This is an optimization exercise on Yosys and OpenROAD, whose aim is small area, a short achievable clock period and few clock cycles per item, not a production implementation. The RTL was checked by simulation tests, not by an equivalence proof against the original design. Power and IR drop assume default switching activity.

## fjord
==> flow/design.v (excerpt) <==
module page_table_lru_evictor_top (
	input  wire         clk,
	input  wire         arst_n,
	input  wire         in_valid,
	output logic        in_ready,
	input  wire  [2:0]  opcode,
	input  wire  [7:0]  file_id,
	input  wire  [15:0] page_number,
	input  wire  [3:0]  frame,
	input  wire  [15:0] pinned_mask,
	input  wire  [15:0] dirty_mask,
	output logic        out_valid,
	input  wire         out_ready,
	output logic [1:0]  status,
	output logic [3:0]  frame_out,
	output logic [7:0]  victim_file_id,
	output logic [15:0] victim_page_number,
	output logic        needs_writeback
);
	localparam int N = 16;
	logic        s1_v;
	logic [2:0]  op_q;
	logic [7:0]  fid_q;
	logic [15:0] pg_q;
	logic [3:0]  fr_q;
	logic [15:0] dirty_q;
	logic [N-1:0] eq_q;       
	logic        peq_q;      
	logic        padd_q;     
	logic [3:0]  pfr_q;      
	logic [N-1:0] vic_q;      
	logic        vfound_q;   
	logic        vlisted_q;  
	logic        busy_q;     
	logic        ready;      
	logic        exec;       
	logic        skid_v;
	assign in_ready = !busy_q;
	assign ready = !(s1_v && out_valid && skid_v);
	assign exec = s1_v && ready;
	logic is_find, is_add, is_remove, is_touch, is_unlink, is_evict;
	assign is_find   = op_q == ptle_pkg::OP_FIND;
	assign is_add    = op_q == ptle_pkg::OP_ADD;
	assign is_remove = op_q == ptle_pkg::OP_REMOVE;
	assign is_touch  = op_q == ptle_pkg::OP_TOUCH;
	assign is_unlink = op_q == ptle_pkg::OP_UNLINK;
	assign is_evict  = op_q == ptle_pkg::OP_EVICT;
	logic [N-1:0] fsel;
	assign fsel = N'(1) << fr_q;
	logic [N-1:0] eq_in, kvalid, wr_key, clr_valid;
	logic [7:0]  kfile [N];
	logic [15:0] kpage [N];
	for (genvar g = 0; g < N; g++) begin : g_cell
		ptle_cell u_cell (
			.clk(clk), .arst_n(arst_n),
			.wr_file(fid_q), .wr_page(pg_q),
			.cmp_file(file_id), .cmp_page(page_number),
			.wr_key(wr_key[g]), .clr_valid(clr_valid[g]),
			.eq(eq_in[g]), .valid(kvalid[g]), .kfile(kfile[g]), .kpage(kpage[g])
		);
	end
	logic [N-1:0] match, first;
	logic hit;
	always_comb begin
		for (int i = 0; i < N; i++)
			match[i] = kvalid[i] && (padd_q && pfr_q == 4'(i) ? peq_q : eq_q[i]);
	end
	always_comb begin
		logic seen;
		seen = 1'b0;
		for (int i = 0; i < N; i++) begin
			first[i] = match[i] && !seen;
			seen = seen || match[i];
		end
	end
	assign hit = |match;
  ...
make LEC_CHECK=0 CAP_MARGIN=20 CORE_MARGIN=2 CORE_UTILIZATION=30 SETUP_SLACK_MARGIN=4.4 SLEW_MARGIN=20 finish   # period 7.0 ns
run.sh (not shown) runs the stock make flow with config.mk's settings and CLKGATE_MAP_FILE= SYNTH_SCRIPT=/design/flow/synth_recipe.tcl, a recipe that flattens the netlist after the stock synthesis.
Testbench counts of fjord, summed over its fixed seeds: cycles 32,016, items 32,000.
Input changes introduced in maple (baseline for comparison: fjord):
diff --git a/flow/design.v b/flow/design.v
--- a/flow/design.v
+++ b/flow/design.v
@@ -130,51 +130,51 @@
 			first[i] = match[i] && !seen;
 			seen = seen || match[i];
 		end
 	end
 	assign hit = |match;
 	logic [3:0] hit_idx;
 	always_comb begin
 		hit_idx = '0;
 		for (int i = 0; i < N; i++)
 			if (first[i]) hit_idx = hit_idx | 4'(i);
 	end
 	logic ev_ok;
-	assign ev_ok = is_evict && vfound_q;
+	assign ev_ok = vfound_q;
 	logic [N-1:0] on_q, on_n;
 	always_comb begin
 		on_n = on_q;
 		if (exec) begin
 			if (is_touch) on_n = on_q | fsel;
 			else if (is_unlink) on_n = on_q & ~fsel;
-			else if (ev_ok) on_n = on_q & ~vic_q;
+			else on_n = on_q & ~vic_q;
 		end
 	end
 	logic [N-1:0] tsel;
 	logic [N*N-1:0] newer_q, newer_n, newer;
 	assign tsel = exec && is_touch ? fsel : '0;
 	always_comb begin
 		newer_n = newer_q;
 		newer = '0;
 		for (int i = 0; i < N; i++)
 			for (int j = 0; j < N; j++)
 				if (i < j) begin
 					newer_n[i*N+j] = tsel[i] || (newer_q[i*N+j] && !tsel[j]);
 					newer[i*N+j] = newer_n[i*N+j];
 				end else if (i > j) begin
 					newer[i*N+j] = !newer_n[j*N+i];
 				end
 	end
 	logic [N-1:0] cand, vic_in;
-	assign cand = on_n & ~pinned_mask;
+	assign cand = opcode == ptle_pkg::OP_EVICT ? on_n & ~pinned_mask : '0;
 	always_comb begin
 		for (int v = 0; v < N; v++) begin
 			vic_in[v] = cand[v];
 			for (int j = 0; j < N; j++)
 				if (j != v && cand[j] && !newer[j*N+v]) vic_in[v] = 1'b0;
 		end
 	end
 	always_ff @(posedge clk or negedge arst_n) begin
 		if (!arst_n) on_q <= '0;
 		else on_q <= on_n;
 	end
 	for (genvar i = 0; i < N; i++) begin : g_row
@@ -189,50 +189,50 @@
 			pg_q      <= page_number;
 			fr_q      <= frame;
 			dirty_q   <= dirty_mask;
 			eq_q      <= eq_in;
 			peq_q     <= fid_q == file_id && pg_q == page_number;
 			padd_q    <= s1_v && is_add;
 			pfr_q     <= fr_q;
 			vic_q     <= vic_in;
 			vfound_q  <= |cand;
 			vlisted_q <= |on_n;
 		end
 	end
-	logic skid_kv;
+	logic [N-1:0] skid_sel;   
 	logic [1:0] skid_st;
 	logic [3:0] skid_fr;
 	logic       skid_wb;
 	logic [N-1:0] ksel;
 	always_comb begin
-		if (skid_v) ksel = skid_kv ? N'(1) << skid_fr : '0;
-		else ksel = is_evict ? vic_q & kvalid : '0;
+		if (skid_v) ksel = skid_sel;
+		else ksel = vic_q & kvalid;
 	end
 	logic [3:0]  vidx;
 	logic [7:0]  vfile;
 	logic [15:0] vpage;
 	logic        vdirty;
 	always_comb begin
 		vidx = '0; vfile = '0; vpage = '0;
 		for (int i = 0; i < N; i++) begin
 			if (vic_q[i]) vidx = vidx | 4'(i);
 			if (ksel[i]) begin
 				vfile = vfile | kfile[i];
 				vpage = vpage | kpage[i];
 			end
 		end
 	end
 	assign vdirty = |(vic_q & dirty_q);
 	assign wr_key = exec && is_add ? fsel : '0;
-	assign clr_valid = exec && is_remove ? first : exec && ev_ok ? vic_q : '0;
+	assign clr_valid = exec && is_remove ? first : exec ? vic_q : '0;
 	logic [1:0]  r_st;
 	logic [3:0]  r_fr;
 	logic        r_wb;
 	always_comb begin
 		r_st = ptle_pkg::ST_OK;
 		r_fr = '0;
 		r_wb = 1'b0;
 		if (is_find || is_remove) begin
 			if (!hit) r_st = ptle_pkg::ST_MISS;
 			else if (is_find) r_fr = hit_idx;
 		end else if (is_evict) begin
 			if (!vlisted_q) r_st = ptle_pkg::ST_EMPTY;
@@ -271,17 +271,17 @@
 			skid_v    <= skid_v_n;
 		end
 	end
 	always_ff @(posedge clk) begin
 		if (!out_valid || out_ready) begin
 			if (skid_v) {status, frame_out, needs_writeback} <= {skid_st, skid_fr, skid_wb};
 			else {status, frame_out, needs_writeback} <= {r_st, r_fr, r_wb};
 			victim_file_id <= vfile;
 			victim_page_number <= vpage;
 		end
 		if (!skid_v && out_valid && !out_ready) begin
 			{skid_st, skid_fr, skid_wb} <= {r_st, r_fr, r_wb};
-			skid_kv <= |ksel;
+			skid_sel <= ksel;
 		end
 	end
 endmodule
 `default_nettype wire
Results
The final layout from maple, which completed every stage, passed the timing, DRC and antenna checks at the end of the flow. Summary — number of global-route vias before repair, maple relative to fjord: lower, by 3.7%. fjord -> maple: register clock-pin slew on the reported worst setup and hold paths flat. NOTE: non-clock buffering overhead in the final layout in maple falls short of that of fjord. maple: number of antenna violations at the first check in global routing 5 below fjord. Looking at maple and fjord, the placer congestion estimate is a wash. Delta (maple minus fjord): number of enable flip-flop cells after synthesis climbed 15; die area climbed about 0.7%; synthesis-to-finish area growth now smaller; proportion of cell area occupied by multi-input gates neither gained nor lost much; power dissipated by switching net loads -10%. maple reports a lower global-route usage over all layers than fjord does. Delta(share of post-route cells with drive strength above 1, maple - fjord) < 0. Slowest cell on the critical path: a2111oi_4 -> fjord, or4b_4 -> maple.
Testbench counts of maple, summed over its fixed seeds: cycles 32,016, items 32,000.

[afterwards: timing with drivers on the ports]
No port has a modelled driver above. Below, the same layouts with a new extraction and two added sets of constraints. Step 1, drivers: a clkbuf_16 drives clk and a buf_2 each remaining input, both assumed. Step 2 also shifts input and output timing later by t, the mid clock arrival at the registers, as if the neighbouring blocks saw the same clock. a / b / c = no drivers / after step 1 / after step 2; a / b = the first two.
run | t, ns | slack for setup (ns) | worst register clock-pin slew, ns
fjord | 0.712 | 3.981 / 3.981 / 3.409 | 0.07 / 0.07
maple | 0.691 | 4.289 / 4.289 / 3.680 | 0.07 / 0.07
After both steps setup and hold are still met in every run listed. For maple, which loses most, drivers alone change the setup slack by 0.000 ns; drivers and shift together by -0.609 ns.
